What follows belongs to an exercise in optimizing a design on an open flow for small area and a short achievable clock period; a production flow would make more cautious choices.
The RTL was checked by simulation tests, not by an equivalence proof against the original design.
No activity file was given, so power comes from the tool's default toggle rates.

### flow/design.v
module mwb_nor2  (input logic a, b, output logic y);          assign y = ~(a | b);              endmodule
module mwb_nor4  (input logic a, b, c, d, output logic y);    assign y = ~(a | b | c | d);      endmodule
module mwb_nand2 (input logic a, b, output logic y);          assign y = ~(a & b);              endmodule
module mwb_nand3 (input logic a, b, c, output logic y);       assign y = ~(a & b & c);          endmodule
module mwb_nand4 (input logic a, b, c, d, output logic y);    assign y = ~(a & b & c & d);      endmodule
module mwb_and2  (input logic a, b, output logic y);          assign y = a & b;                 endmodule
module mwb_o22ai (input logic a1, a2, b1, b2, output logic y); assign y = ~((a1 | a2) & (b1 | b2)); endmodule
module mwb_o31ai (input logic a1, a2, a3, b1, output logic y); assign y = ~((a1 | a2 | a3) & b1); endmodule
module mwb_a222oi (input logic a1, a2, b1, b2, c1, c2, output logic y);
    assign y = ~((a1 & a2) | (b1 & b2) | (c1 & c2));
endmodule
module mwb_mux2  (input logic s, a0, a1, output logic y);     assign y = s ? a1 : a0;           endmodule
module mwb_dec3 (input logic [2:0] a, output logic [7:0] y);
    for (genvar i = 0; i < 8; i++) begin : g_y
        assign y[i] = (a == 3'(i));
    end
endmodule
module mwb_ctl (
    input  logic zlo_n, zhi_n,         
    input  logic mem_read_in, mem_write_in, mem_to_reg_in, reg_write_in,
    input  logic stall, reset, init,
    input  logic rw_q, fault_q,
    output logic sel_rd_n, sel_wd, sel_alu, hold,
    output logic rw_d, fault_d
);
    logic run, upd, fault, store_ok;
    assign run      = !reset && !init;
    assign upd      = run && !stall;
    assign hold     = run && stall;
    assign fault    = (mem_read_in | mem_write_in) && (zlo_n | zhi_n);
    assign store_ok = mem_write_in && !(zlo_n | zhi_n);
    assign sel_rd_n = !(upd && mem_to_reg_in && !fault && !store_ok);
    assign sel_wd   = upd && mem_to_reg_in && !fault && store_ok;
    assign sel_alu  = upd && !mem_to_reg_in;
    assign rw_d     = hold ? rw_q : (upd && reg_write_in && !(fault && mem_read_in));
    assign fault_d  = hold ? fault_q : (upd && fault);
endmodule
module mem_wb_stage #(
    parameter int ADDR_W = 6,
    parameter int DATA_W = 32
) (
    input  logic              clk,
    input  logic              reset,
    input  logic              stall,
    input  logic [DATA_W-1:0] alu_result_in,
    input  logic [DATA_W-1:0] write_data_in,
    input  logic [4:0]        write_reg_in,
    input  logic              mem_read_in,
    input  logic              mem_write_in,
    input  logic              mem_to_reg_in,
    input  logic              reg_write_in,
    output logic [DATA_W-1:0] wb_data_out,
    output logic [4:0]        wb_reg_out,
    output logic              wb_regwrite_out,
    output logic              mem_fault_out,
    output logic              init_busy_out
);
    localparam int DEPTH = 1 << ADDR_W;
    logic                init_q;
    logic [ADDR_W-1:0]   clr_ptr_q;
    logic [DATA_W-1:0]   ram_q [DEPTH];
    logic [DATA_W-1:0]   wb_data_q;
    logic [4:0]          wb_reg_q;
    logic                wb_regwrite_q;
    logic                mem_fault_q;
    logic [6:0] nz;
    logic       zlo_n, zhi_n;
    for (genvar k = 0; k < 6; k++) begin : g_nz
        mwb_nor4 u_nor (.a(alu_result_in[8+4*k]), .b(alu_result_in[9+4*k]),
                        .c(alu_result_in[10+4*k]), .d(alu_result_in[11+4*k]), .y(nz[k]));
    end
    mwb_nor2  u_nz6  (.a(alu_result_in[0]), .b(alu_result_in[1]), .y(nz[6]));
    mwb_nand4 u_zlo  (.a(nz[0]), .b(nz[1]), .c(nz[2]), .d(nz[3]), .y(zlo_n));
    mwb_nand3 u_zhi  (.a(nz[4]), .b(nz[5]), .c(nz[6]), .y(zhi_n));
    logic [7:0] lo, hi, plo, phi;
    mwb_dec3 u_dlo (.a(alu_result_in[4:2]), .y(lo));
    mwb_dec3 u_dhi (.a(alu_result_in[7:5]), .y(hi));
    mwb_dec3 u_plo (.a(clr_ptr_q[2:0]),     .y(plo));
    mwb_dec3 u_phi (.a(clr_ptr_q[5:3]),     .y(phi));
    logic       st, fill;
    logic [7:0] sthi_n, fill_n, hi_w, lo_w;
    logic [DEPTH-1:0] wsel;
    logic [DATA_W-1:0] wdata;
    assign st   = mem_write_in && !stall && !reset && !init_q;
    assign fill = init_q && !reset;
    for (genvar j = 0; j < 8; j++) begin : g_wdec
        mwb_nand2 u_sthi (.a(st),   .b(hi[j]),  .y(sthi_n[j]));
        mwb_nand2 u_fill (.a(fill), .b(phi[j]), .y(fill_n[j]));
        mwb_o31ai u_hiw  (.a1(sthi_n[j]), .a2(zlo_n), .a3(zhi_n), .b1(fill_n[j]), .y(hi_w[j]));
        mwb_mux2  u_low  (.s(init_q), .a0(lo[j]), .a1(plo[j]), .y(lo_w[j]));
    end
    assign wdata = init_q ? '0 : write_data_in;
    logic [DEPTH-1:0] rsel_n;
    for (genvar w = 0; w < DEPTH; w++) begin : g_word
        mwb_and2  u_wsel (.a(hi_w[w / 8]), .b(lo_w[w % 8]), .y(wsel[w]));
        mwb_nand2 u_rsel (.a(hi[w / 8]),   .b(lo[w % 8]),   .y(rsel_n[w]));
        always_ff @(posedge clk) begin
            if (wsel[w]) ram_q[w] <= wdata;
        end
    end
    logic sel_rd_n, sel_wd, sel_alu, hold, rw_d, fault_d;
    mwb_ctl u_ctl (
        .zlo_n(zlo_n), .zhi_n(zhi_n),
        .mem_read_in(mem_read_in), .mem_write_in(mem_write_in),
        .mem_to_reg_in(mem_to_reg_in), .reg_write_in(reg_write_in),
        .stall(stall), .reset(reset), .init(init_q),
        .rw_q(wb_regwrite_q), .fault_q(mem_fault_q),
        .sel_rd_n(sel_rd_n), .sel_wd(sel_wd), .sel_alu(sel_alu), .hold(hold),
        .rw_d(rw_d), .fault_d(fault_d)
    );
    logic [DATA_W-1:0] wb_data_d;
    for (genvar b = 0; b < DATA_W; b++) begin : g_bit
        logic [31:0] y;    
        logic [7:0]  u;    
        logic [1:0]  v;    
        logic        other_n;
        for (genvar p = 0; p < 32; p++) begin : g_p
            mwb_o22ai u_o (.a1(ram_q[2*p][b]), .a2(rsel_n[2*p]),
                           .b1(ram_q[2*p+1][b]), .b2(rsel_n[2*p+1]), .y(y[p]));
        end
        for (genvar q = 0; q < 8; q++) begin : g_q
            mwb_nor4 u_n (.a(y[4*q]), .b(y[4*q+1]), .c(y[4*q+2]), .d(y[4*q+3]), .y(u[q]));
        end
        mwb_nand4 u_v0 (.a(u[0]), .b(u[1]), .c(u[2]), .d(u[3]), .y(v[0]));
        mwb_nand4 u_v1 (.a(u[4]), .b(u[5]), .c(u[6]), .d(u[7]), .y(v[1]));
        mwb_a222oi u_oth (.a1(sel_wd), .a2(write_data_in[b]), .b1(sel_alu), .b2(alu_result_in[b]),
                          .c1(hold), .c2(wb_data_q[b]), .y(other_n));
        mwb_o31ai u_wb (.a1(v[0]), .a2(v[1]), .a3(sel_rd_n), .b1(other_n), .y(wb_data_d[b]));
    end
    always_ff @(posedge clk) begin
        if (reset) begin
            init_q    <= 1'b1;
            clr_ptr_q <= '0;
        end else if (init_q) begin
            clr_ptr_q <= clr_ptr_q + ADDR_W'(1);
            if (&clr_ptr_q) init_q <= 1'b0;
        end
    end
    always_ff @(posedge clk) begin
        wb_data_q     <= wb_data_d;
        wb_regwrite_q <= rw_d;
        mem_fault_q   <= fault_d;
        if (reset || init_q) begin
            wb_reg_q <= '0;
        end else if (!stall) begin
            wb_reg_q <= write_reg_in;
        end
    end
    assign wb_data_out     = wb_data_q;
    assign wb_reg_out      = wb_reg_q;
    assign wb_regwrite_out = wb_regwrite_q;
    assign mem_fault_out   = mem_fault_q;
    assign init_busy_out   = init_q;
endmodule
### flow/flow/run.sh
#!/bin/bash
# Standard layout with a few ORFS knobs changed:
#  - ports are buffered with plain buffers (not delay cells), and timing repair may resize
#    across cell footprints, so input/output buffers on critical paths can be upsized;
#  - the floorplan-stage repair loop is skipped (the netlist has no ABC buffers to remove);
#  - CTS does not add dummy loads.
# The make output goes to std_flow.log here; each ORFS step logs under orfs/logs/.
set -euo pipefail
bash standard.sh \
  REMOVE_ABC_BUFFERS=1 \
  MATCH_CELL_FOOTPRINT=0 \
  "BUFFER_PORTS_ARGS=-buffer_cell sky130_fd_sc_hd__buf_2" \
  "CTS_ARGS=-sink_clustering_enable -repair_clock_nets -dont_use_dummy_load" \
  finish > std_flow.log 2>&1
### flow/standard.sh
#!/bin/bash
# synth_recipe.tcl (not shown) runs the flow's synth.tcl, then flattens the netlist and writes it again
# the make line also repeats each setting of config.mk as NAME=value (left out here)
make -C /OpenROAD-flow-scripts/flow DESIGN_CONFIG=/design/flow/config.mk WORK_HOME=/design/flow/orfs CLKGATE_MAP_FILE= SYNTH_SCRIPT=/design/flow/synth_recipe.tcl "${@:-finish}"
### flow/config.mk
export PLATFORM = sky130hd
export DESIGN_NAME = mem_wb_stage
export DESIGN_NICKNAME = mem_wb_stage
export VERILOG_FILES = /design/flow/design.v
export SDC_FILE = /design/flow/constraint.sdc
export NUM_CORES = 4
export LEC_CHECK = 0
export CAP_MARGIN = 20
export CORE_MARGIN = 2
export CORE_UTILIZATION = 40
export PLACE_DENSITY = 0.6
export SETUP_SLACK_MARGIN = 1.2
export SLEW_MARGIN = 20
export SYNTH_HIERARCHICAL = 1
### flow/constraint.sdc
create_clock -name core_clock -period 4.0 [get_ports {clk}]
set_input_delay 0.8000 -clock core_clock [delete_from_list [all_inputs] [get_ports {clk}]]
set_output_delay 0.8000 -clock core_clock [all_outputs]
set_load 0.01 [all_outputs]
==> results of run 1 <==
-- worst paths after layout --
kind,slack [ns],endpoint,startpoint,cells after the start
worst max-delay path,1.37,init_busy_out,init_q,2
worst min-delay path,0.23,wb_data_q[21],alu_result_in[21],3
worst max register to register,1.38,ram_q[24][6],init_q,7
worst min register to register,0.46,wb_regwrite_q,wb_regwrite_q,1
-- per-module statistics from Yosys, one instance, submodules excluded, a selection --
| module | cells inside | copies in the design | area [um2] | flops+latches |
|---|---|---|---|---|
| mwb_and2 | 1 | 64 | 6.256 | 0 |
| mwb_o31ai | 1 | 40 | 12.51 | 0 |
| mwb_nand4 | 1 | 65 | 6.256 | 0 |
| mwb_nand2 | 1 | 80 | 3.754 | 0 |
| mwb_o22ai | 1 | 1024 | 6.256 | 0 |
| mwb_nor2 | 1 | 1 | 3.754 | 0 |
| mwb_mux2 | 1 | 8 | 15.01 | 0 |
| mwb_nand3 | 1 | 1 | 5.005 | 0 |
| mwb_nor4 | 1 | 262 | 12.51 | 0 |
| mwb_ctl | 10 | 1 | 82.58 | 0 |
-- synth_stat cells (all sizes together) (4+ instances only) --
cell type,n
nand2,82
nand4,67
dfxtp,46
nor2b,33
a222oi,32
mux2i,6
nor3,5
mux2,8
and2,64
nor2,12
edfxtp,2048
buf,4
nor3b,14
nor4,263
o22ai,1024
and3,4
and3b,12
o31ai,40
-- power breakdown --
group | switching, mW | leakage, nW | internal [mW] | total (mW)
Sequential | 0.0229 | 19.4 | 23.8 | 23.8
Combinational | 0.595 | 6.44 | 0.309 | 0.903
Clock | 7.32 | 2.53 | 8.90 | 16.2
Total | 7.93 | 28.4 | 33.0 | 40.9
-- cells by family after synthesis --
family | share of synthesized area, %
fa+ha+maj | 0.01669
mux | 0.2404
simple gates | 6.678
flops | 83.27
xor+xnor | 0.04675
buf+inv | 0.04173
compound gates | 9.705
-- registers in the layout, indices dropped and copies added (netlist names) --
register,cells
init_q,1
wb_regwrite_q,1
wb_data_q,32
ram_q,2048
wb_reg_q,5
mem_fault_q,1
clr_ptr_q,6
-- routing by layer --
metal | global-route usage, % | vias to the layer above | share of wire, %
li1 | - | 17820 | -
met5 | 0 | - | 0.012
met3 | 3.882 | 413 | 8.3
met2 | 37.04 | 2073 | 47
met4 | 11.94 | 4 | 5.7
met1 | 30.85 | 22180 | 39
-- tightest hold or removal path: cells and delay by family --
kind	cells	cell delay [ns]
AOI/OAI and AO/OA	2	0.16
buffers and inverters	1	0.10
-- stage by stage --
stage	hold WS (ns)	instances	total power, mW	setup slack, ns	utilization, %
6_report	0.2312	6888	40.93	1.366	47.37
5_1_grt	0.1902	6886	41.92	1.250	47.36
4_1_cts	0.1652	6884	41.13	1.246	47.35
3_5_place_dp	0.4501	6676	25.16	0.6659	44.57
3_3_place_gp	0.4536	6676	25.15	0.6686	44.57
2_1_floorplan	0.5105	3779	24.61	0.1172	-
-- area by class of cell --
type / count / area share, %
sequential: 2094 / 70.92
antenna: 4 / 0.01137
tap: 2480 / 3.525
timing repair buffer: 420 / 5.083
multi-input combinational: 1685 / 14.63
clock buffer: 205 / 5.828
-- repair_timing --
| item | 4_1_cts | 5_1_grt |
|---|---|---|
| setup endpoints to repair | 79 | 85 |
| buffers inserted | 3 | 0 |
| resized for setup | 1 | 3 |
==> results.txt, run 1 <==
* FF/Latch Area at 0.06242 mm2
* Sequential share of the synthesized area at 83.27%
* CTS H-tree lvls at 4
* DRT Pass-1 Iters at 7
* Max_slew headroom at 25.96%
* Final Max Tran Viols at 0
* Nets at 4,483
* Period minus WS final at 2.634 ns
* Iter 0 DRT Violations at 5,775
* Placed Area at 0.08283 mm2
* Power Density at 465.0 mW/mm2
* CP endpoint kind: output port
* Die footprint at 0.1909 mm2
* Critical path type: register to output port
* Fmax at 379.7 MHz
* EDFF count, synth at 2,048
* CTS tree: yes
* Ys flop type: edfxtp_1
* Total of max-cap violations at 0
* Avg Cell Area, Syn at 19.80 um2
* Layout fillers at 15,420
* Worst hold path class: input port to register
* CTS hold repair buffers at 0
* Final hold violations at 0
* Cell taking the most area after synthesis: edfxtp_1
* Final Instance Area at 0.08802 mm2
* Vias per inst at 6.167
* Layout overhead on the synthesized area at 17.42%
* Static Leak at 28.35 nW
* Io pins at 116
* Most frequent cells in the layout: edfxtp_1, o22ai_1, nor4_2
* Grt total ovfl at 0
* Wire per inst at 32.92 um
* Status: no timing/DRC/antenna violations
* Antenna violations before repair at 12
* Setup TNS at 0 ns
* Gate Count Post-Synth at 3,786
* Area of the multi-input gates at 0.01288 mm2
* CTS Buf Count at 205
* Pin count of the biggest net entering global routing at 65
* Warnings, synthesis at 9
* Via count at 42,480
* # clock sinks at 2,094
* Cells along the critical path: buf_16 > buf_2
* Critical Path RT at 3.20 ns
* Syn Std Cell Area at 0.07496 mm2
* Placer Congestion at 0.8512
* Drc violations at 0
* Most common cell after layout, fill and taps aside: edfxtp_1
* Post-synth cell types at 37
* Period Utilization, post-route at 65.84%
* RSZ-0062 raised after global routing: false
* Vias in the first global route at 41,110
* Clock skew at 0.1312 ns
* Arrival @ worst endpoint at 1.83 ns
* Async set or reset register ratio after synthesis at 0%
* HPWL Detailed at 134,200 um
* Least-Margin Pin Slew at 1.108 ns
* Maximum net fanout on the critical path at 34
* Critical path buffers and inverters at 2
* Vert. Die Dim at 436.9 um
* Routed wire length at 226,700 um
* Delay-heaviest family, CP: buffers and inverters
* Clock latency (worst-skew pair) at 0.86 ns
* Most area-consuming cells after synthesis: edfxtp_1, o22ai_1, nor4_2, dfxtp_1, o31ai_2
* Core Footprint at 0.1858 mm2
* CP Launch Type: register
* Global-route wire length before repair at 315,400 um
* Clock buffer depth at 3
* Die extent in x at 436.9 um
* Slowest cell on the critical path: dfxtp_4
* Layout cells sized above 1 at 23.98%
* Yosys top cell area share at 82.04%
* Initial Util at 40.34%
* Yosys reg bits at 2,094
* I/O Buffers at 115
* VDD IR max at 0.3350 mV
* ANT nets after route at 0
* Site row count at 158
* GR Util All Layers at 23.26%
* Setup-failing EPs final at 0
* Root Buffer: clkbuf_16
* Delay of the slowest critical-path stage at 0.42 ns
* Clock transition at the registers of the reported paths at 0.06 ns
==> inputs of run 2 (changes only) <==
--- a/flow/config.mk
+++ b/flow/config.mk
@@ -9,6 +9,6 @@
 export CORE_MARGIN = 2
 export CORE_UTILIZATION = 40
 export PLACE_DENSITY = 0.6
-export SETUP_SLACK_MARGIN = 1.2
+export SETUP_SLACK_MARGIN = 1.8
 export SLEW_MARGIN = 20
 export SYNTH_HIERARCHICAL = 1
==> run 2 against run 1 <==
Against the previous run: total power grew 1.0%; first-iteration DRC count is 51% higher; largest cell class unchanged; still clean; worst hold slack worse by 0.0052 ns; critical path type is now input port to register.
==> results.txt, run 2 <==
* Placer Congestion at 0.8512 (unchanged)
* Setup TNS at 0 ns (unchanged)
* Placed cell count at 6,676 (unchanged)
* Status: no timing/DRC/antenna violations (unchanged)
* Count leader, synth: edfxtp_1 (unchanged)
* CTS tree: yes (unchanged)
* Fmax at 395.1 MHz (was 379.7 MHz)
* Layout cells sized above 1 at 32.15% (was 23.98%)
* Cell taking the most area after synthesis: edfxtp_1 (unchanged)
* Worst setup path end: wb_data_q[2] (was init_busy_out)
* Reg2Reg Capture Point: wb_data_q[2] (was ram_q[24][6])
* Largest reg by FF count: ram_q (unchanged)
* Largest register FFs at 2,048 (unchanged)
* Routed wire length at 286,100 um (was 226,700 um)
* Period Utilization, post-route at 63.27% (was 65.84%)
* Final Max Tran Viols at 0 (unchanged)
* Worst hold path class: input port to register (unchanged)
* Avg Cell Area, Syn at 19.80 um2 (unchanged)
* HPWL Detailed at 134,200 um (unchanged)
* EDFF count, synth at 2,048 (unchanged)
* Most common cell after layout, fill and taps aside: edfxtp_1 (unchanged)
* Async set or reset register ratio after synthesis at 0% (unchanged)
* CP endpoint kind: register (was output port)
* Vert. Die Dim at 436.9 um (unchanged)
* Site row count at 158 (unchanged)
* CTS H-tree lvls at 4 (unchanged)
* Clock buffer depth at 3 (unchanged)
* Delay of the slowest critical-path stage at 0.86 ns (was 0.42 ns)
* R2R Setup Slk at 1.54 ns (was 1.38 ns)
* Post-synth cell types at 37 (unchanged)
* Power Density at 429.0 mW/mm2 (was 465.0 mW/mm2)
* Least-Margin Pin Slew at 1.015 ns (was 1.108 ns)
* Iter 0 DRT Violations at 8,714 (was 5,775)
* Arrival @ worst endpoint at 3.13 ns (was 1.83 ns)
* FF/Latch Area at 0.06252 mm2 (was 0.06242 mm2)
* Critical path type: input port to register (was register to output port)
* Worst Setup SP: alu_result_in[30] (was init_q)
* Yosys reg bits at 2,094 (unchanged)
* Wire per inst at 39.28 um (was 32.92 um)
* Synth top cells by count: edfxtp_1, o22ai_1, nor4_2, nand2_1, nand4_1 (unchanged)
* M1 wire length at 95,690 um (was 87,550 um)
* Non-Filler Instances at 7,283 (was 6,888)
* Max_slew headroom at 32.32% (was 25.96%)
* Reg2Reg Depth at 6 (was 7)
* Most frequent cells in the layout: edfxtp_1, o22ai_1, clkbuf_16 (was edfxtp_1, o22ai_1, nor4_2)
* Die extent in x at 436.9 um (unchanged)
* ANT nets after route at 0 (unchanged)
* Sequential share of the synthesized area at 83.27% (unchanged)
* VDD IR max at 0.3543 mV (was 0.3350 mV)
* Pin count of the biggest net entering global routing at 65 (unchanged)
* Warnings, synthesis at 9 (unchanged)
* Root Buffer: clkbuf_16 (unchanged)
* GR Util All Layers at 27.12% (was 23.26%)
* Largest registers: ram_q: 2048 flops, wb_data_q: 32 flops, clr_ptr_q: 6 flops (unchanged)
* Static Leak at 32.39 nW (was 28.35 nW)
* Via count at 48,050 (was 42,480)
* FF-to-FF Start: init_q (unchanged)
* Layout fillers at 14,470 (was 15,420)
* Grt total ovfl at 0 (unchanged)
* Nets at 4,879 (was 4,483)
* Core Footprint at 0.1858 mm2 (unchanged)
* Vias per inst at 6.598 (was 6.167)
* Critical Path RT at 4.60 ns (was 3.20 ns)
* # clock sinks at 2,094 (unchanged)
* RSZ-0062 raised after global routing: true (was false)
* Die footprint at 0.1909 mm2 (unchanged)
* Clock transition at the registers of the reported paths at 0.06 ns (about the same)
* Yosys top cell area share at 82.04% (unchanged)
* Syn Std Cell Area at 0.07496 mm2 (unchanged)
* DRT Pass-1 Iters at 9 (was 7)
* Total of max-cap violations at 0 (unchanged)
* Ys flop type: edfxtp_1 (unchanged)
* Delay-heaviest family, CP: compound AO/OA/AOI/OAI gates (was buffers and inverters)
* Slowest cell on the critical path: a222oi_1 (was dfxtp_4)
* Antenna violations before repair at 14 (was 12)
* Io pins at 116 (unchanged)
* Global-route wire length before repair at 358,700 um (was 315,400 um)
* Layout overhead on the synthesized area at 28.58% (was 17.42%)
* Critical path buffers and inverters at 3 (was 2)
* Setup-failing EPs final at 0 (unchanged)
* Period minus WS final at 2.531 ns (was 2.634 ns)
* Cells along the critical path: buf_2 > nor4_2 > nand3_1 > buf_6 > nor2_1 > and4_1 > buf_12 > a222oi_1 > o31ai_4 (was buf_16 > buf_2)
* CP Depth at 9 (was 2)
* Routed length on met3 at 35,980 um (was 18,920 um)
* I/O Buffers at 115 (unchanged)
* Initial Util at 40.34% (unchanged)
* Most area-consuming cells after synthesis: edfxtp_1, o22ai_1, nor4_2, dfxtp_1, o31ai_2 (unchanged)
* Maximum net fanout on the critical path at 32 (was 34)
* CP Launch Type: input port (was register)
* Final hold violations at 0 (unchanged)
* Met2 WL at 130,400 um (was 107,400 um)
* Clock skew at 0.1314 ns (was 0.1312 ns)
* Drc violations at 0 (unchanged)
* Gate Count Post-Synth at 3,786 (unchanged)
* Highest Signal Layer: met5 (unchanged)
* Clock latency (worst-skew pair) at 0.87 ns (was 0.86 ns)
* CTS Buf Count at 205 (unchanged)
* Vias in the first global route at 43,740 (was 41,110)
* Area of the multi-input gates at 0.01419 mm2 (was 0.01288 mm2)
-- run 2: worst min path at each step --
| stage | cells after the start | slack (ns) | to | startpoint |
|---|---|---|---|---|
| floorplan | 1 | 0.51 | wb_regwrite_q | wb_regwrite_q |
| global placement | 1 | 0.45 | wb_regwrite_q | wb_regwrite_q |
| detailed placement | 1 | 0.45 | wb_regwrite_q | wb_regwrite_q |
| CTS | 3 | 0.17 | wb_data_q[21] | alu_result_in[21] |
| global route | 3 | 0.19 | wb_data_q[21] | alu_result_in[21] |
| finish | 3 | 0.23 | wb_data_q[21] | alu_result_in[21] |
-- run 2: Yosys stat by module, one instance, submodules excluded, a selection --
module / area [um2] / cells / flops+latches / times used
mwb_a222oi: 10.01 / 1 / 0 / 32
mwb_and2: 6.256 / 1 / 0 / 64
mwb_ctl: 82.58 / 10 / 0 / 1
mwb_dec3: 65.06 / 8 / 0 / 4
mwb_mux2: 15.01 / 1 / 0 / 8
mwb_nand3: 5.005 / 1 / 0 / 1
mwb_nand4: 6.256 / 1 / 0 / 65
mwb_nor4: 12.51 / 1 / 0 / 262
mwb_o31ai: 12.51 / 1 / 0 / 40
-- run 2: logic make-up after synthesis --
family	synth area share, %
adder cells (fa/ha/maj)	0.01669
flip-flops	83.27
buffers and inverters	0.04173
multiplexers	0.2404
XOR/XNOR	0.04675
AO/OA/AOI/OAI	9.705
AND/OR/NAND/NOR	6.678
-- run 2: repair_timing --
action / in CTS / in global routing
hold buffers: 0 / 0
setup buffers: 68 / 91
pin swaps: 40 / 53
gates cloned: 178 / 62
gates resized for setup: 350 / 181
endpoints found under the setup margin: 2545 / 2135
-- run 2: power by group --
| group | total (mW) | internal [mW] | switching [mW] |
|---|---|---|---|
| sequential | 23.8 | 23.8 | 0.0237 |
| clock | 16.4 | 8.90 | 7.49 |
| combinational | 1.17 | 0.422 | 0.744 |
-- run 2: worst reg2reg max path, stage by stage (launching register included) --
cell and delay [ns]:
dfxtp_4 0.44, buf_6 0.23, nor3_2 0.10, and4_1 0.23, buf_12 0.17, a222oi_1 0.87, o31ai_4 0.23
-- run 2: cell type report --
class | instances | area share [%]
tap | 2480 | 3.219
antenna | 3 | 0.007789
timing repair buffer | 796 | 11.86
sequential | 2094 | 64.87
clock buffer | 205 | 5.322
multi-input combinational | 1705 | 14.73
-- run 2: per-stage QoR --
stage	area, um2	power [mW]	utilization (%)	hold WS [ns]	worst slack (ns)
global placement	82830	25.15	44.57	0.4536	0.6686
global route	96380	42.15	51.87	0.1903	1.550
floorplan	74930	24.61	-	0.5105	0.1172
finish	96390	41.35	51.87	0.2260	1.469
CTS	93400	41.23	50.26	0.1651	1.597
detailed placement	82830	25.16	44.57	0.4501	0.6659
-- run 2: layer usage --
| metal | GRT usage (%) | vias up |
|---|---|---|
| met3 | 5.253 | 835 |
| met2 | 42.36 | 3885 |
| li1 | - | 18700 |
| met4 | 17.77 | 8 |
| met1 | 34.64 | 24620 |
| met5 | 0 | - |
==> inputs of run 3 (changes only) <==
--- a/flow/design.v
+++ b/flow/design.v
@@ -9,7 +9,7 @@
 module mwb_a222oi (input logic a1, a2, b1, b2, c1, c2, output logic y);
     assign y = ~((a1 & a2) | (b1 & b2) | (c1 & c2));
 endmodule
-module mwb_mux2  (input logic s, a0, a1, output logic y);     assign y = s ? a1 : a0;           endmodule
+module mwb_a32o  (input logic a1, a2, a3, b1, b2, output logic y); assign y = (a1 & a2 & a3) | (b1 & b2); endmodule
 module mwb_dec3 (input logic [2:0] a, output logic [7:0] y);
     for (genvar i = 0; i < 8; i++) begin : g_y
         assign y[i] = (a == 3'(i));
@@ -57,6 +57,7 @@
 );
     localparam int DEPTH = 1 << ADDR_W;
     logic                init_q;
+    logic                busy_q;       
     logic [ADDR_W-1:0]   clr_ptr_q;
     logic [DATA_W-1:0]   ram_q [DEPTH];
     logic [DATA_W-1:0]   wb_data_q;
@@ -77,22 +78,22 @@
     mwb_dec3 u_dhi (.a(alu_result_in[7:5]), .y(hi));
     mwb_dec3 u_plo (.a(clr_ptr_q[2:0]),     .y(plo));
     mwb_dec3 u_phi (.a(clr_ptr_q[5:3]),     .y(phi));
-    logic       st, fill;
-    logic [7:0] sthi_n, fill_n, hi_w, lo_w;
+    logic       st, fill, addr_ok;
+    logic [7:0] sthi, fillhi;
     logic [DEPTH-1:0] wsel;
     logic [DATA_W-1:0] wdata;
     assign st   = mem_write_in && !stall && !reset && !init_q;
     assign fill = init_q && !reset;
     for (genvar j = 0; j < 8; j++) begin : g_wdec
-        mwb_nand2 u_sthi (.a(st),   .b(hi[j]),  .y(sthi_n[j]));
-        mwb_nand2 u_fill (.a(fill), .b(phi[j]), .y(fill_n[j]));
-        mwb_o31ai u_hiw  (.a1(sthi_n[j]), .a2(zlo_n), .a3(zhi_n), .b1(fill_n[j]), .y(hi_w[j]));
-        mwb_mux2  u_low  (.s(init_q), .a0(lo[j]), .a1(plo[j]), .y(lo_w[j]));
+        mwb_and2 u_sthi (.a(st),   .b(hi[j]),  .y(sthi[j]));
+        mwb_and2 u_fill (.a(fill), .b(phi[j]), .y(fillhi[j]));
     end
+    mwb_nor2 u_ok (.a(zlo_n), .b(zhi_n), .y(addr_ok));
     assign wdata = init_q ? '0 : write_data_in;
     logic [DEPTH-1:0] rsel_n;
     for (genvar w = 0; w < DEPTH; w++) begin : g_word
-        mwb_and2  u_wsel (.a(hi_w[w / 8]), .b(lo_w[w % 8]), .y(wsel[w]));
+        mwb_a32o  u_wsel (.a1(addr_ok), .a2(sthi[w / 8]), .a3(lo[w % 8]),
+                          .b1(fillhi[w / 8]), .b2(plo[w % 8]), .y(wsel[w]));
         mwb_nand2 u_rsel (.a(hi[w / 8]),   .b(lo[w % 8]),   .y(rsel_n[w]));
         always_ff @(posedge clk) begin
             if (wsel[w]) ram_q[w] <= wdata;
@@ -111,18 +112,27 @@
     logic [DATA_W-1:0] wb_data_d;
     for (genvar b = 0; b < DATA_W; b++) begin : g_bit
         logic [31:0] y;    
-        logic [7:0]  u;    
+        logic [15:0] u;    
+        logic [7:0]  t;    
+        logic [3:0]  s;    
         logic [1:0]  v;    
         logic        other_n;
         for (genvar p = 0; p < 32; p++) begin : g_p
             mwb_o22ai u_o (.a1(ram_q[2*p][b]), .a2(rsel_n[2*p]),
                            .b1(ram_q[2*p+1][b]), .b2(rsel_n[2*p+1]), .y(y[p]));
         end
-        for (genvar q = 0; q < 8; q++) begin : g_q
-            mwb_nor4 u_n (.a(y[4*q]), .b(y[4*q+1]), .c(y[4*q+2]), .d(y[4*q+3]), .y(u[q]));
+        for (genvar q = 0; q < 16; q++) begin : g_u
+            mwb_nor2 u_n (.a(y[2*q]), .b(y[2*q+1]), .y(u[q]));
         end
-        mwb_nand4 u_v0 (.a(u[0]), .b(u[1]), .c(u[2]), .d(u[3]), .y(v[0]));
-        mwb_nand4 u_v1 (.a(u[4]), .b(u[5]), .c(u[6]), .d(u[7]), .y(v[1]));
+        for (genvar q = 0; q < 8; q++) begin : g_t
+            mwb_nand2 u_n (.a(u[2*q]), .b(u[2*q+1]), .y(t[q]));
+        end
+        for (genvar q = 0; q < 4; q++) begin : g_s
+            mwb_nor2 u_n (.a(t[2*q]), .b(t[2*q+1]), .y(s[q]));
+        end
+        for (genvar q = 0; q < 2; q++) begin : g_v
+            mwb_nand2 u_n (.a(s[2*q]), .b(s[2*q+1]), .y(v[q]));
+        end
         mwb_a222oi u_oth (.a1(sel_wd), .a2(write_data_in[b]), .b1(sel_alu), .b2(alu_result_in[b]),
                           .c1(hold), .c2(wb_data_q[b]), .y(other_n));
         mwb_o31ai u_wb (.a1(v[0]), .a2(v[1]), .a3(sel_rd_n), .b1(other_n), .y(wb_data_d[b]));
@@ -134,6 +144,13 @@
         end else if (init_q) begin
             clr_ptr_q <= clr_ptr_q + ADDR_W'(1);
             if (&clr_ptr_q) init_q <= 1'b0;
+        end
+    end
+    always_ff @(posedge clk) begin
+        if (reset) begin
+            busy_q <= 1'b1;
+        end else if (busy_q && (&clr_ptr_q)) begin
+            busy_q <= 1'b0;
         end
     end
     always_ff @(posedge clk) begin
@@ -150,5 +167,5 @@
     assign wb_reg_out      = wb_reg_q;
     assign wb_regwrite_out = wb_regwrite_q;
     assign mem_fault_out   = mem_fault_q;
-    assign init_busy_out   = init_q;
+    assign init_busy_out   = busy_q;
 endmodule
==> flow/flow/run.sh (replaced) <==
#!/bin/bash
# Standard layout with a few ORFS knobs changed:
#  - ports are buffered with plain buffers (not delay cells), and timing repair may resize
#    across cell footprints, so input/output buffers on critical paths can be upsized;
#  - the floorplan-stage repair loop is skipped (the netlist has no ABC buffers to remove);
#  - CTS does not add dummy loads and clusters up to 30 sinks within 80 um per leaf buffer.
# The make output goes to std_flow.log here; each ORFS step logs under orfs/logs/.
set -euo pipefail
bash standard.sh \
  REMOVE_ABC_BUFFERS=1 \
  MATCH_CELL_FOOTPRINT=0 \
  "BUFFER_PORTS_ARGS=-buffer_cell sky130_fd_sc_hd__buf_2" \
  "CTS_ARGS=-sink_clustering_enable -repair_clock_nets -dont_use_dummy_load -sink_clustering_size 30 -sink_clustering_max_diameter 80" \
  finish > std_flow.log 2>&1
--- a/flow/config.mk
+++ b/flow/config.mk
@@ -9,6 +9,7 @@
 export CORE_MARGIN = 2
 export CORE_UTILIZATION = 40
 export PLACE_DENSITY = 0.6
-export SETUP_SLACK_MARGIN = 1.8
+export SETUP_SLACK_MARGIN = 2.0
 export SLEW_MARGIN = 20
 export SYNTH_HIERARCHICAL = 1
+export TNS_END_PERCENT = 0
==> run 3 against run 2 <==
Against the previous run: clock power decreased by 35%; maximum frequency decreased by 5.4%; die area increased by 0.12%; sequential share of layout area increased by 7.9 points; non-clock buffer count decreased by 385; largest power group unchanged.
==> results.txt, run 3 <==
* Most common cell after layout, fill and taps aside: edfxtp_1 (unchanged)
* Period Utilization, post-route at 66.90% (was 63.27%)
* Yosys top cell area share at 81.94% (was 82.04%)
* Syn Std Cell Area at 0.07505 mm2 (was 0.07496 mm2)
* Global routing's busiest layer: met2 (unchanged)
* Global-route wire length before repair at 315,800 um (was 358,700 um)
* Post-synth cell types at 36 (was 37)
* Layout overhead on the synthesized area at 14.31% (was 28.58%)
* Die footprint at 0.1911 mm2 (was 0.1909 mm2)
* Core Footprint at 0.1860 mm2 (was 0.1858 mm2)
* Static Leak at 28.88 nW (was 32.39 nW)
* CTS Buf Count at 97 (was 205)
* Critical path type: input port to register (unchanged)
* Clock latency (worst-skew pair) at 0.77 ns (was 0.87 ns)
* Iter 0 DRT Violations at 5,779 (was 8,714)
* CP Launch Type: input port (unchanged)
* Drc violations at 0 (unchanged)
* Max_slew headroom at 22.78% (was 32.32%)
* Count leader, synth: edfxtp_1 (unchanged)
* Critical Path RT at 4.39 ns (was 4.60 ns)
* M1 GR Usage at 29.76% (was 34.64%)
* Fmax at 373.7 MHz (was 395.1 MHz)
* Layout cells sized above 1 at 13.85% (was 32.15%)
* Ys flop type: edfxtp_1 (unchanged)
* Total of max-cap violations at 0 (unchanged)
* Least-Margin Pin Slew at 1.158 ns (was 1.015 ns)
* # clock sinks at 2,095 (was 2,094)
* GR Util All Layers at 23.15% (was 27.12%)
* Clock buffer depth at 3 (unchanged)
* Wire per inst at 30.76 um (was 39.28 um)
* Vias in the first global route at 42,210 (was 43,740)
* CP dominant cell by count: buf_12
* GR Util met2 at 37.98% (was 42.36%)
* Critical path buffers and inverters at 6 (was 3)
* Gate Count Post-Synth at 4,415 (was 3,786)
* Power Density at 412.5 mW/mm2 (was 429.0 mW/mm2)
* CTS hold repair buffers at 0 (unchanged)
* Sequential share of the synthesized area at 83.20% (was 83.27%)
* Largest register FFs at 2,048 (unchanged)
* Vert. Die Dim at 437.2 um (was 436.9 um)
* R2R Setup Slk at 1.45 ns (was 1.54 ns)
* Yosys reg bits at 2,095 (was 2,094)
* Placer Congestion at 0.8736 (was 0.8512)
* Io pins at 116 (unchanged)
* GR Util met3 at 3.098% (was 5.253%)
* Worst hold path class: input port to register (unchanged)
* Root Buffer: clkbuf_16 (unchanged)
* Delay of the slowest critical-path stage at 0.74 ns (was 0.86 ns)
* Final Instance Area at 0.08579 mm2 (was 0.09639 mm2)
* Most area-consuming cells after synthesis: edfxtp_1, o22ai_1, nor2_1, nand2_1, dfxtp_1 (was edfxtp_1, o22ai_1, nor4_2, dfxtp_1, o31ai_2)
* Maximum net fanout on the critical path at 11 (was 32)
* Slowest cell on the critical path: nor4_4 (was a222oi_1)
* Most frequent cells in the layout: edfxtp_1, o22ai_1, nor2_1 (was edfxtp_1, o22ai_1, clkbuf_16)
* ANT nets after route at 0 (unchanged)
* Cell taking the most area after synthesis: edfxtp_1 (unchanged)
* Largest reg by FF count: ram_q (unchanged)
* Period minus WS final at 2.676 ns (was 2.531 ns)
* Cells along the critical path: buf_2 > nor4_4 > nand4_1 > buf_6 > nor2_4 > buf_12 > buf_4 > a32o_2 > buf_12 > buf_12 (was buf_2 > nor4_2 > nand3_1 > buf_6 > nor2_1 > and4_1 > buf_12 > a222oi_1 > o31ai_4)
* Routed wire length at 227,700 um (was 286,100 um)
* Pin count of the biggest net entering global routing at 65 (unchanged)
* VDD IR max at 0.2992 mV (was 0.3543 mV)
* Die extent in x at 437.2 um (was 436.9 um)
* I/O Buffers at 115 (unchanged)
* Warnings, synthesis at 9 (unchanged)
* Synth top cells by count: edfxtp_1, o22ai_1, nor2_1, nand2_1, a32o_1 (was edfxtp_1, o22ai_1, nor4_2, nand2_1, nand4_1)
* Final Max Tran Viols at 0 (unchanged)
* Arrival @ worst endpoint at 3.07 ns (was 3.13 ns)
* Delay-heaviest family, CP: simple AND/OR/NAND/NOR gates (was compound AO/OA/AOI/OAI gates)
* Initial Util at 40.34% (about the same)
* Hold Slack at 0.2790 ns (was 0.2260 ns)
* Clock transition at the registers of the reported paths at 0.08 ns (was 0.06 ns)
* EDFF count, synth at 2,048 (unchanged)
* Avg Cell Area, Syn at 17.00 um2 (was 19.80 um2)
* RSZ-0062 raised after global routing: true (unchanged)
* Placed Area at 0.08264 mm2 (was 0.08283 mm2)
* Setup-failing EPs final at 0 (unchanged)
* Power, Total at 35.39 mW (was 41.35 mW)
* CP endpoint kind: register (unchanged)
* Grt total ovfl at 0 (unchanged)
* DRT Pass-1 Iters at 7 (was 9)
* Site row count at 158 (unchanged)
* Clock skew at 0.1300 ns (was 0.1314 ns)
* CTS H-tree lvls at 3 (was 4)
* Largest registers: ram_q: 2048 flops, wb_data_q: 32 flops, clr_ptr_q: 6 flops (unchanged)
* HPWL Detailed at 140,100 um (was 134,200 um)
* Async set or reset register ratio after synthesis at 0% (unchanged)
* Antenna violations before repair at 15 (was 14)
* Vias per inst at 5.953 (was 6.598)
* Nets at 4,995 (was 4,879)
* CTS tree: yes (unchanged)
* Final hold violations at 0 (unchanged)
* Via count at 44,060 (was 48,050)
* Status: no timing/DRC/antenna violations (unchanged)
-- run 3: changes by cell type in the layout (fill, tap and decap cells not counted), moves of 53 or more --
cell | before | now
nor2_1 | 12 | 651
nand2_1 | 31 | 382
clkbuf_16 | 369 | 109
nor4_2 | 218 | 4
buf_4 | 249 | 140
buf_6 | 93 | 10
nand4_1 | 66 | 2
and2_4 | 63 | 0
a32o_2 | 0 | 53
-- run 3: kinds of logic after synthesis --
family | Yosys count | synth area share (%)
XOR/XNOR | 4 | 0.04669
multiplexers | 6 | 0.08002
AO/OA/AOI/OAI | 1158 | 10.41
buffers and inverters | 7 | 0.03833
adder cells (fa/ha/maj) | 1 | 0.01667
flip-flops | 2095 | 83.20
AND/OR/NAND/NOR | 1144 | 6.217
-- run 3: final timing paths --
check | start | endpoint | cells after the start
setup / recovery | alu_result_in[13] | ram_q[1][2] | 10
hold / removal | reg_write_in | wb_regwrite_q | 2
setup reg to reg | clr_ptr_q[2] | ram_q[48][24] | 4
hold reg to reg | wb_reg_q[4] | wb_reg_q[4] | 2
-- run 3: stage by stage --
| stage | instances | setup TNS, ns | worst slack, ns | utilization [%] |
|---|---|---|---|---|
| after CTS | 7387 | 0 | 1.461 | 45.98 |
| after global routing | 7400 | 0 | 1.376 | 46.12 |
| after detailed placement | 7270 | 0 | 0.2601 | 44.42 |
| after floorplan | 4408 | -1454.77 | -0.7104 | - |
| final | 7401 | 0 | 1.324 | 46.12 |
| after global placement | 7267 | -279.88 | -0.2021 | 44.37 |
-- run 3: area by class of cell --
type | count | area [um2]
sequential | 2095 | 62440
tap | 2480 | 3103
clock buffer | 97 | 2427
antenna | 5 | 12.51
multi-input combinational | 2313 | 13040
timing repair buffer | 411 | 4767
fill | 15840 | 100200
-- run 3: timing repair --
action / CTS / global route
setup buffers: 9 / 2
gates resized for setup: 32 / 8
pin swaps: 7 / 4
cloned: 11 / 4
setup endpoints to repair: 3547 / 3310
-- run 3: worst reg2reg max path, cell delays in order (launching register included) --
cell     delay [ns]
dfxtp_1        0.46
nor3_1         0.85
buf_4          0.37
a32o_2         0.24
buf_12         0.22
-- run 3: metal layers --
metal  up-vias  wire (um)
li1      18970          -
met4         0      14290
met3       370      17680
met1     22750      85690
met5         -          0
met2      1962     110000
-- run 3: modules after synthesis (local to each module, per instance), a selection --
| module | cells | flops+latches |
|---|---|---|
| mwb_nand2 | 1 | 0 |
| mwb_o31ai | 1 | 0 |
| mem_wb_stage | 2171 | 2095 |
| mwb_dec3 | 8 | 0 |
| mwb_a222oi | 1 | 0 |
| mwb_a32o | 1 | 0 |
| mwb_ctl | 10 | 0 |
| mwb_and2 | 1 | 0 |
| mwb_nor4 | 1 | 0 |
| mwb_nor2 | 1 | 0 |
-- run 3: report_power, final --
part / switching (mW) / internal [mW]
sequential: 0.0233 / 23.8
combinational: 0.693 / 0.257
clock: 6.33 / 4.33
==> inputs of run 4 (changes only) <==
--- a/flow/design.v
+++ b/flow/design.v
@@ -1,8 +1,7 @@
 module mwb_nor2  (input logic a, b, output logic y);          assign y = ~(a | b);              endmodule
-module mwb_nor4  (input logic a, b, c, d, output logic y);    assign y = ~(a | b | c | d);      endmodule
+module mwb_nor3  (input logic a, b, c, output logic y);       assign y = ~(a | b | c);          endmodule
 module mwb_nand2 (input logic a, b, output logic y);          assign y = ~(a & b);              endmodule
 module mwb_nand3 (input logic a, b, c, output logic y);       assign y = ~(a & b & c);          endmodule
-module mwb_nand4 (input logic a, b, c, d, output logic y);    assign y = ~(a & b & c & d);      endmodule
 module mwb_and2  (input logic a, b, output logic y);          assign y = a & b;                 endmodule
 module mwb_o22ai (input logic a1, a2, b1, b2, output logic y); assign y = ~((a1 | a2) & (b1 | b2)); endmodule
 module mwb_o31ai (input logic a1, a2, a3, b1, output logic y); assign y = ~((a1 | a2 | a3) & b1); endmodule
@@ -16,7 +15,7 @@
     end
 endmodule
 module mwb_ctl (
-    input  logic zlo_n, zhi_n,         
+    input  logic addr_ok,              
     input  logic mem_read_in, mem_write_in, mem_to_reg_in, reg_write_in,
     input  logic stall, reset, init,
     input  logic rw_q, fault_q,
@@ -27,8 +26,8 @@
     assign run      = !reset && !init;
     assign upd      = run && !stall;
     assign hold     = run && stall;
-    assign fault    = (mem_read_in | mem_write_in) && (zlo_n | zhi_n);
-    assign store_ok = mem_write_in && !(zlo_n | zhi_n);
+    assign fault    = (mem_read_in | mem_write_in) && !addr_ok;
+    assign store_ok = mem_write_in && addr_ok;
     assign sel_rd_n = !(upd && mem_to_reg_in && !fault && !store_ok);
     assign sel_wd   = upd && mem_to_reg_in && !fault && store_ok;
     assign sel_alu  = upd && !mem_to_reg_in;
@@ -58,27 +57,31 @@
     localparam int DEPTH = 1 << ADDR_W;
     logic                init_q;
     logic                busy_q;       
+    logic [3:0]          wen_q;        
     logic [ADDR_W-1:0]   clr_ptr_q;
     logic [DATA_W-1:0]   ram_q [DEPTH];
     logic [DATA_W-1:0]   wb_data_q;
     logic [4:0]          wb_reg_q;
     logic                wb_regwrite_q;
     logic                mem_fault_q;
-    logic [6:0] nz;
-    logic       zlo_n, zhi_n;
-    for (genvar k = 0; k < 6; k++) begin : g_nz
-        mwb_nor4 u_nor (.a(alu_result_in[8+4*k]), .b(alu_result_in[9+4*k]),
-                        .c(alu_result_in[10+4*k]), .d(alu_result_in[11+4*k]), .y(nz[k]));
+    logic [26:0] zbits;
+    logic [8:0]  nz;       
+    logic [2:0]  nzg_n;    
+    logic        addr_ok;
+    assign zbits = {1'b0, alu_result_in[31:8], alu_result_in[1:0]};
+    for (genvar k = 0; k < 9; k++) begin : g_nz
+        mwb_nor3 u_nor (.a(zbits[3*k]), .b(zbits[3*k+1]), .c(zbits[3*k+2]), .y(nz[k]));
     end
-    mwb_nor2  u_nz6  (.a(alu_result_in[0]), .b(alu_result_in[1]), .y(nz[6]));
-    mwb_nand4 u_zlo  (.a(nz[0]), .b(nz[1]), .c(nz[2]), .d(nz[3]), .y(zlo_n));
-    mwb_nand3 u_zhi  (.a(nz[4]), .b(nz[5]), .c(nz[6]), .y(zhi_n));
+    for (genvar k = 0; k < 3; k++) begin : g_nzg
+        mwb_nand3 u_nand (.a(nz[3*k]), .b(nz[3*k+1]), .c(nz[3*k+2]), .y(nzg_n[k]));
+    end
+    mwb_nor3 u_ok (.a(nzg_n[0]), .b(nzg_n[1]), .c(nzg_n[2]), .y(addr_ok));
     logic [7:0] lo, hi, plo, phi;
     mwb_dec3 u_dlo (.a(alu_result_in[4:2]), .y(lo));
     mwb_dec3 u_dhi (.a(alu_result_in[7:5]), .y(hi));
     mwb_dec3 u_plo (.a(clr_ptr_q[2:0]),     .y(plo));
     mwb_dec3 u_phi (.a(clr_ptr_q[5:3]),     .y(phi));
-    logic       st, fill, addr_ok;
+    logic       st, fill;
     logic [7:0] sthi, fillhi;
     logic [DEPTH-1:0] wsel;
     logic [DATA_W-1:0] wdata;
@@ -88,8 +91,9 @@
         mwb_and2 u_sthi (.a(st),   .b(hi[j]),  .y(sthi[j]));
         mwb_and2 u_fill (.a(fill), .b(phi[j]), .y(fillhi[j]));
     end
-    mwb_nor2 u_ok (.a(zlo_n), .b(zhi_n), .y(addr_ok));
-    assign wdata = init_q ? '0 : write_data_in;
+    for (genvar b = 0; b < DATA_W; b++) begin : g_wdata
+        assign wdata[b] = write_data_in[b] & wen_q[b / 8];
+    end
     logic [DEPTH-1:0] rsel_n;
     for (genvar w = 0; w < DEPTH; w++) begin : g_word
         mwb_a32o  u_wsel (.a1(addr_ok), .a2(sthi[w / 8]), .a3(lo[w % 8]),
@@ -101,7 +105,7 @@
     end
     logic sel_rd_n, sel_wd, sel_alu, hold, rw_d, fault_d;
     mwb_ctl u_ctl (
-        .zlo_n(zlo_n), .zhi_n(zhi_n),
+        .addr_ok(addr_ok),
         .mem_read_in(mem_read_in), .mem_write_in(mem_write_in),
         .mem_to_reg_in(mem_to_reg_in), .reg_write_in(reg_write_in),
         .stall(stall), .reset(reset), .init(init_q),
@@ -146,6 +150,15 @@
             if (&clr_ptr_q) init_q <= 1'b0;
         end
     end
+    for (genvar k = 0; k < 4; k++) begin : g_wen
+        always_ff @(posedge clk) begin
+            if (reset) begin
+                wen_q[k] <= 1'b0;
+            end else begin
+                wen_q[k] <= wen_q[k] | (init_q & (&clr_ptr_q));
+            end
+        end
+    end
     always_ff @(posedge clk) begin
         if (reset) begin
             busy_q <= 1'b1;
--- a/flow/config.mk
+++ b/flow/config.mk
@@ -7,8 +7,8 @@
 export LEC_CHECK = 0
 export CAP_MARGIN = 20
 export CORE_MARGIN = 2
-export CORE_UTILIZATION = 40
-export PLACE_DENSITY = 0.6
+export CORE_UTILIZATION = 50
+export PLACE_DENSITY = 0.7
 export SETUP_SLACK_MARGIN = 2.0
 export SLEW_MARGIN = 20
 export SYNTH_HIERARCHICAL = 1
==> run 4 against run 3 <==
Against the previous run: critical path depth is 8 lower; sequential share of layout area is 0.26 points lower; wire length is 0.42% higher; cell count is 5.4% lower; synthesized cell count is 0.39% higher; cell area is 0.49% higher; synthesized area is 0.20% higher; die area is 20% lower; largest cell class unchanged; highest routed layer is now met5.
==> results.txt, run 4 <==
* Status: no timing/DRC/antenna violations (unchanged)
* Final hold violations at 0 (unchanged)
* Critical Path RT at 4.53 ns (was 4.39 ns)
* RSZ-0062 raised after global routing: true (unchanged)
* I/O Buffers at 115 (unchanged)
* Least-Margin Pin Slew at 1.161 ns (was 1.158 ns)
* Period Utilization, post-route at 62.36% (was 66.90%)
* Power Density at 406.2 mW/mm2 (was 412.5 mW/mm2)
* Final Instance Area at 0.08621 mm2 (was 0.08579 mm2)
* GR Util All Layers at 29.57% (was 23.15%)
* Vias per inst at 6.615 (was 5.953)
* Placed Area at 0.08166 mm2 (was 0.08264 mm2)
* Global-route wire length before repair at 320,400 um (was 315,800 um)
* Core Footprint at 0.1496 mm2 (was 0.1860 mm2)
* Count leader, synth: edfxtp_1 (unchanged)
* Placer Congestion at 0.9362 (was 0.8736)
* Most area-consuming cells after synthesis: edfxtp_1, o22ai_1, nor2_1, nand2_1, dfxtp_1 (unchanged)
* DRT Pass-1 Iters at 6 (was 7)
* Io pins at 116 (unchanged)
* CP endpoint kind: register (unchanged)
* Nets at 5,062 (was 4,995)
* Gate Count Post-Synth at 4,432 (was 4,415)
* Async set or reset register ratio after synthesis at 0% (unchanged)
* VDD IR max at 0.3372 mV (was 0.2992 mV)
* Max_slew headroom at 22.19% (was 22.78%)
* Pin count of the biggest net entering global routing at 65 (unchanged)
* HPWL Detailed at 132,400 um (was 140,100 um)
* Maximum net fanout on the critical path at 30 (was 11)
* Clock latency (worst-skew pair) at 0.78 ns (was 0.77 ns)
* Cell taking the most area after synthesis: edfxtp_1 (unchanged)
* Antenna violations before repair at 18 (was 15)
* Clock skew at 0.09873 ns (was 0.1300 ns)
* Total of max-cap violations at 0 (unchanged)
* Clock transition at the registers of the reported paths at 0.11 ns (was 0.08 ns)
* Layout overhead on the synthesized area at 14.65% (was 14.31%)
* Static Leak at 30.93 nW (was 28.88 nW)
* Vias in the first global route at 43,600 (was 42,210)
* Largest registers: ram_q: 2048 flops, wb_data_q: 32 flops, clr_ptr_q: 6 flops (unchanged)
* CTS tree: yes (unchanged)
* Vert. Die Dim at 391.8 um (was 437.2 um)
* Ys flop type: edfxtp_1 (unchanged)
* R2R Setup Slk at 1.51 ns (was 1.45 ns)
* Final Max Tran Viols at 0 (unchanged)
* Largest register FFs at 2,048 (unchanged)
* CTS H-tree lvls at 3 (unchanged)
* Wire per inst at 32.65 um (was 30.76 um)
* Root Buffer: clkbuf_16 (unchanged)
* # clock sinks at 2,099 (was 2,095)
* Largest reg by FF count: ram_q (unchanged)
* Power, Total at 35.02 mW (was 35.39 mW)
* Sequential share of the synthesized area at 83.14% (was 83.20%)
* Period minus WS final at 2.494 ns (was 2.676 ns)
* Grt total ovfl at 0 (unchanged)
* Warnings, synthesis at 9 (unchanged)
* Die footprint at 0.1535 mm2 (was 0.1911 mm2)
* Arrival @ worst endpoint at 3.03 ns (was 3.07 ns)
* Post-synth cell types at 39 (was 36)
* Most frequent cells in the layout: edfxtp_1, o22ai_1, nor2_1 (unchanged)
* Avg Cell Area, Syn at 16.97 um2 (was 17.00 um2)
* Yosys top cell area share at 81.78% (was 81.94%)
* Fmax at 400.9 MHz (was 373.7 MHz)
* Worst hold path class: input port to register (unchanged)
* Clock buffer depth at 3 (unchanged)
* CTS Buf Count at 88 (was 97)
* Layout cells sized above 1 at 16.15% (was 13.85%)
* Syn Std Cell Area at 0.07520 mm2 (was 0.07505 mm2)
* Routed wire length at 228,600 um (was 227,700 um)
* Setup-failing EPs final at 0 (unchanged)
* Synth top cells by count: edfxtp_1, o22ai_1, nor2_1, nand2_1, a32o_1 (unchanged)
* EDFF count, synth at 2,048 (unchanged)
* Critical path type: register to register (was input port to register)
* CP Launch Type: register (was input port)
* Initial Util at 50.27% (was 40.34%)
* Drc violations at 0 (unchanged)
* Most common cell after layout, fill and taps aside: edfxtp_1 (unchanged)
* Yosys reg bits at 2,099 (was 2,095)
* Iter 0 DRT Violations at 8,147 (was 5,779)
* Via count at 46,320 (was 44,060)
* Site row count at 142 (was 158)
* ANT nets after route at 0 (unchanged)
* Die extent in x at 391.8 um (was 437.2 um)
==> run 4: changes by cell type after synthesis, moves of 2 or more <==
cell,delta
a21oi_1,+4
clkbuf_1,-2
inv_1,+4
nor2_1,-3
nor3b_1,+2
dfxtp_1,+4
and2_1,+32
buf_2,-2
nor3_2,+10
nand3_1,+2
nor4_2,-6
nor2b_1,-31
==> run 4: cell families (layout without fill, tap and decap cells) <==
logic type	count (synthesis)	count (layout)	share of synthesized area, %
flip-flops	2099	2099	83.14
AO/OA/AOI/OAI	1161	1161	10.40
AND/OR/NAND/NOR	1152	1152	6.264
buffers and inverters	8	559	0.04492
multiplexers	6	6	0.07987
XOR/XNOR	4	4	0.04660
adder cells (fa/ha/maj)	1	1	0.01664
other	1	3	0.004987
==> run 4: layout make-up <==
cell class / count / area (um2)
Tap cell: 2016 / 2522
Clock buffer: 88 / 2202
Timing Repair Buffer: 467 / 5687
Sequential cell: 2099 / 62520
Multi-Input combinational cell: 2325 / 13260
Fill cell: 11140 / 63390
Antenna cell: 2 / 5.005
Inverter: 4 / 15.01
==> run 4: worst max-delay path: stages, from the launching register on <==
cell	delay, ns
dfxtp_1	0.91
and2_2	0.88
buf_4	0.43
==> run 4: worst paths after layout <==
path | from | to | depth (start not counted)
max | wen_q[2] | ram_q[14][22] | 2
max reg2reg | wen_q[2] | ram_q[14][22] | 2
min reg2reg | mem_fault_q | mem_fault_q | 2
min | alu_result_in[11] | wb_data_q[11] | 3
==> run 4: metal layers <==
layer / track usage (%) / vias to the layer above / routed length [um]
met1: 40.84 / 23280 / 81300
met3: 10.80 / 438 / 38210
met2: 43.34 / 3446 / 100000
met5: 0 / - / 115
met4: 10.62 / 18 / 8968
li1: - / 19130 / -
==> run 4: report_power, final <==
group / leakage, nW / internal, mW / switching (mW)
Combinational: 9.16 / 0.286 / 0.775
Clock: 1.08 / 3.95 / 6.19
Sequential: 20.7 / 23.8 / 0.0239
==> run 4: modules after synthesis, one instance, submodules excluded <==
module        cells inside  cell area (um2)
mwb_nor3                 1            10.01
mem_wb_stage          2182            63020
mwb_and2                 1            6.256
mwb_a222oi               1            10.01
mwb_nor2                 1            3.754
mwb_nand2                1            3.754
mwb_dec3                 8            65.06
mwb_nand3                1            5.005
mwb_o31ai                1            12.51
mwb_a32o                 1            10.01
mwb_ctl                 13            91.34
mwb_o22ai                1            6.256
==> run 4: metrics by stage <==
stage | hold WS [ns] | TNS [ns] | setup WS (ns) | instances | util (%)
6_report | 0.2974 | 0 | 1.506 | 7001 | 57.63
5_1_grt | 0.3031 | 0 | 1.520 | 6999 | 57.63
4_1_cts | 0.2688 | 0 | 1.614 | 6992 | 57.53
3_5_place_dp | 0.4840 | -0.6536 | -0.1445 | 6824 | 54.59
3_3_place_gp | 0.4759 | -0.6942 | -0.2705 | 6821 | 54.57
2_1_floorplan | 0.4711 | -1022.61 | -1.071 | 4428 | -
==> run 4: what timing repair did <==
item | CTS | global route
setup endpoints to repair | 3039 | 3376
cloned | 51 | 0
setup buffers | 29 | 4
pin swaps | 19 | 4
gates resized for setup | 210 | 20
hold buffers | 0 | 0
==> inputs of run 5 (changes only) <==
--- a/flow/config.mk
+++ b/flow/config.mk
@@ -7,9 +7,9 @@
 export LEC_CHECK = 0
 export CAP_MARGIN = 20
 export CORE_MARGIN = 2
-export CORE_UTILIZATION = 50
-export PLACE_DENSITY = 0.7
-export SETUP_SLACK_MARGIN = 2.0
+export CORE_UTILIZATION = 40
+export PLACE_DENSITY = 0.6
+export SETUP_SLACK_MARGIN = 1.9
 export SLEW_MARGIN = 20
 export SYNTH_HIERARCHICAL = 1
-export TNS_END_PERCENT = 0
+export TNS_END_PERCENT = 5
==> run 5 against run 4 <==
Against the previous run: still clean; clock power grew 7%; cell count grew 8.0%; synthesized area is the same; register-to-register slack is essentially flat; critical path type unchanged.
==> results.txt, run 5 <==
* Gate Count Post-Synth at 4,432 (unchanged)
* VDD IR max at 0.3703 mV (was 0.3372 mV)
* Setup TNS at 0 ns (unchanged)
* Vias per inst at 6.293 (was 6.615)
* Clock transition at the registers of the reported paths at 0.11 ns (about the same)
* Nets at 5,140 (was 5,062)
* Vert. Die Dim at 437.6 um (was 391.8 um)
* RSZ-0062 raised after global routing: true (unchanged)
* Vias in the first global route at 41,980 (was 43,600)
* Wire per inst at 34.92 um (was 32.65 um)
* Clock skew at 0.1100 ns (was 0.09873 ns)
* Sequential share of the synthesized area at 83.14% (unchanged)
* Core Footprint at 0.1872 mm2 (was 0.1496 mm2)
* Critical path buffers and inverters at 1 (unchanged)
* Net Sw Power at 7.309 mW (was 6.984 mW)
* Die footprint at 0.1915 mm2 (was 0.1535 mm2)
* Iter 0 DRT Violations at 8,285 (was 8,147)
* Routed wire length at 263,900 um (was 228,600 um)
* Grt total ovfl at 0 (unchanged)
* Delay of the slowest critical-path stage at 0.93 ns (was 0.91 ns)
* Via count at 47,570 (was 46,320)
* Yosys reg bits at 2,099 (unchanged)
* Layout fillers at 15,530 (was 11,140)
* Die extent in x at 437.6 um (was 391.8 um)
* Root Buffer: clkbuf_16 (unchanged)
* CTS Buf Count at 97 (was 88)
* Drc violations at 0 (unchanged)
* CTS hold repair buffers at 0 (unchanged)
* Critical Path RT at 4.53 ns (about the same)
* CP endpoint kind: register (unchanged)
* Antenna violations before repair at 13 (was 18)
* Placed Area at 0.08238 mm2 (was 0.08166 mm2)
* Delay-heaviest family, CP: simple AND/OR/NAND/NOR gates (was flip-flops)
* HPWL Detailed at 133,400 um (was 132,400 um)
* Sw Ratio at 20.42% (was 19.95%)
* Arrival @ worst endpoint at 3.03 ns (about the same)
* Non-Filler Instances at 7,559 (was 7,001)
* Layout overhead on the synthesized area at 18.80% (was 14.65%)
* Warnings, synthesis at 9 (unchanged)
* Ys flop type: edfxtp_1 (unchanged)
* GR Util All Layers at 23.84% (was 29.57%)
* # clock sinks at 2,099 (unchanged)
* Total internal power at 28.49 mW (was 28.03 mW)
* DRT Pass-1 Iters at 6 (unchanged)
* Site row count at 159 (was 142)
* Pin count of the biggest net entering global routing at 65 (unchanged)
* Cell taking the most area after synthesis: edfxtp_1 (unchanged)
* Area of the multi-input gates at 0.01408 mm2 (was 0.01326 mm2)
* Count leader, synth: edfxtp_1 (unchanged)
* Period Utilization, post-route at 62.29% (was 62.36%)
* Most area-consuming cells after synthesis: edfxtp_1, o22ai_1, nor2_1, nand2_1, dfxtp_1 (unchanged)
* Most common cell after layout, fill and taps aside: edfxtp_1 (unchanged)
* Yosys top cell area share at 81.78% (unchanged)
* Most frequent cells in the layout: edfxtp_1, o22ai_1, nor2_1 (unchanged)
* Fmax at 401.3 MHz (was 400.9 MHz)
* Final Instance Area at 0.08933 mm2 (was 0.08621 mm2)
* Post-synth cell types at 39 (unchanged)
* Syn Std Cell Area at 0.07520 mm2 (unchanged)
* EDFF count, synth at 2,048 (unchanged)
* Global-route wire length before repair at 324,300 um (was 320,400 um)
* Worst hold path class: input port to register (unchanged)
* Setup-failing EPs final at 0 (unchanged)
* Clock buffer depth at 3 (unchanged)
* Maximum net fanout on the critical path at 33 (was 30)
* Least-Margin Pin Slew at 1.142 ns (was 1.161 ns)
* Initial Util at 40.17% (was 50.27%)
* Avg Cell Area, Syn at 16.97 um2 (unchanged)
* Period minus WS final at 2.492 ns (was 2.494 ns)
* Final Max Tran Viols at 0 (unchanged)
* Clock share of power at 30.0% (was 29.0%)
* I/O Buffers at 115 (unchanged)
* Static Leak at 32.55 nW (was 30.93 nW)
* Placed cell count at 7,286 (was 6,824)
* Largest register FFs at 2,048 (unchanged)
* FF/Latch Area at 0.06254 mm2 (was 0.06252 mm2)
* Io pins at 116 (unchanged)
* Largest registers: ram_q: 2048 flops, wb_data_q: 32 flops, clr_ptr_q: 6 flops (unchanged)
* Power Density at 400.7 mW/mm2 (was 406.2 mW/mm2)
* Max_slew headroom at 23.84% (was 22.19%)
* Cells along the critical path: and2_2 > buf_4 (unchanged)
* CTS H-tree lvls at 3 (unchanged)
* ANT nets after route at 0 (unchanged)
* Largest reg by FF count: ram_q (unchanged)
* CTS tree: yes (unchanged)
* Comb power frac at 3.4% (was 3.0%)
* CP Launch Type: register (unchanged)
* Layout cells sized above 1 at 19.19% (was 16.15%)
* Critical path type: register to register (unchanged)
* Sequential Power Share at 66.5% (was 68.0%)
* Status: no timing/DRC/antenna violations (unchanged)
* Synth top cells by count: edfxtp_1, o22ai_1, nor2_1, nand2_1, a32o_1 (unchanged)
* Hold Slack at 0.2798 ns (was 0.2974 ns)
* Total of max-cap violations at 0 (unchanged)
* Async set or reset register ratio after synthesis at 0% (unchanged)
* Placer Congestion at 0.8914 (was 0.9362)
* Final hold violations at 0 (unchanged)
* Slowest cell on the critical path: and2_2 (was dfxtp_1)
* Clock latency (worst-skew pair) at 0.79 ns (was 0.78 ns)
-- run 5: cell count changes in the layout (fill, tap and decap cells not counted), moves of 7 or more --
cell and delta:
nor2_1 -8, buf_12 +22, nand2_4 +54, and2_2 +11
and2_4 -11, dfxtp_1 -7, buf_4 -7, nand2_1 -75
clkbuf_16 +47, buf_8 +8, nand2_8 +17
-- run 5: worst reg2reg max path: cells and delay by family (launching register included) --
| kind | cells | cell delay [ns] |
|---|---|---|
| buf+inv | 1 | 0.56 |
| simple gates | 1 | 0.94 |
| flops | 1 | 0.76 |
-- run 5: area by class of cell --
| cell class | count | area share, % |
|---|---|---|
| inverters | 4 | 0.01681 |
| repair buffers | 527 | 8.004 |
| well taps | 2495 | 3.494 |
| diodes | 3 | 0.008403 |
| flip-flops and latches | 2099 | 70.00 |
| multi-input cells | 2334 | 15.76 |
| clock buffers | 97 | 2.717 |
-- run 5: through the flow --
stage	setup slack (ns)	total power, mW	util [%]
5_1_grt	1.607	36.54	47.72
2_1_floorplan	-1.071	24.70	-
4_1_cts	1.655	35.57	45.78
3_3_place_gp	0.3828	25.27	44.00
3_5_place_dp	0.3383	25.28	44.00
6_report	1.508	35.80	47.72
-- run 5: path summary, 6_finish.rpt --
kind,start,slack (ns),end,cells after the start
setup / recovery,wen_q[3],1.51,ram_q[20][28],2
hold / removal,alu_result_in[26],0.28,wb_data_q[26],3
setup reg to reg,wen_q[3],1.51,ram_q[20][28],2
hold reg to reg,wb_reg_q[3],0.49,wb_reg_q[3],2
-- run 5: repair_timing --
action | in CTS | in global routing
buffers inserted | 18 | 53
gates cloned | 19 | 83
pin swaps | 13 | 35
endpoints found under the setup margin | 2505 | 2242
gates resized for setup | 91 | 350
-- run 5: metal layers --
metal  track usage, %  vias up  share of wire (%)
li1                 -    19310                  -
met2            38.50     3297                 47
met4            11.07        6                5.9
met5                0        -              0.017
met1            32.18    24430                 36
met3            3.162      526                 11
-- run 5: kinds of logic (layout without fill, tap and decap cells) --
kind of cell    count (synthesis)  count (layout)  synth area share [%]
compound gates               1161            1161                 10.40
simple gates                 1152            1161                 6.264
flops                        2099            2099                 83.14
other cells                     1               4              0.004987
xor+xnor                        4               4               0.04660
fa+ha+maj                       1               1               0.01664
buf+inv                         8             628               0.04492
mux                             6               6               0.07987
-- run 5: per-module statistics from Yosys (local to each module, per instance), a selection --
module | flip-flops and latches | times used | cells inside
mem_wb_stage | 2099 | 1 | 2182
mwb_ctl | 0 | 1 | 13
mwb_a32o | 0 | 64 | 1
mwb_and2 | 0 | 16 | 1
mwb_o22ai | 0 | 1024 | 1
mwb_nand3 | 0 | 3 | 1
mwb_nor2 | 0 | 640 | 1
mwb_nand2 | 0 | 384 | 1
-- run 5: power by group through the flow --
stage / Combinational (mW) / Sequential (mW) / Clock [mW]
floorplan: 0.385 / 24.3 / 0
global placement: 0.955 / 24.3 / 0
detailed placement: 0.957 / 24.3 / 0
CTS: 0.976 / 23.8 / 10.8
global route: 1.25 / 23.8 / 11.5
finish: 1.23 / 23.8 / 10.8

separate check: timing with driven ports:
How much do the figures lean on ideal ports? The routed layouts below were timed once more, with nothing changed but the port constraints. Step 1 assumes that a clkbuf_16 drives the clock port and a buf_2 every other input. Step 2 also shifts input and output timing later by t, the mid clock arrival at the registers, as if the neighbouring blocks saw the same clock. Slacks: ideal ports / drivers / drivers and shift; pairs: ideal ports / drivers.
run	t, ns	slack for setup (ns)	latest minus earliest clock arrival (ns)	slew at the worst register clock pin (ns)	pins driven straight from the clock port
run 1	0.884	1.366 / 1.283 / 0.458	0.134 / 0.135	0.06 / 0.06	1
run 2	0.898	1.469 / 1.527 / 0.629	0.136 / 0.136	0.07 / 0.07	1
run 3	0.797	1.324 / 1.344 / 0.546	0.150 / 0.151	0.11 / 0.11	1
run 4	0.815	1.506 / 1.453 / 0.687	0.100 / 0.101	0.11 / 0.11	1
run 5	0.823	1.508 / 1.508 / 0.797	0.128 / 0.127	0.12 / 0.12	1
After both steps setup and hold are still met in every run listed. For run 1, which loses most, drivers alone change the setup slack by -0.083 ns; drivers and shift together by -0.908 ns.
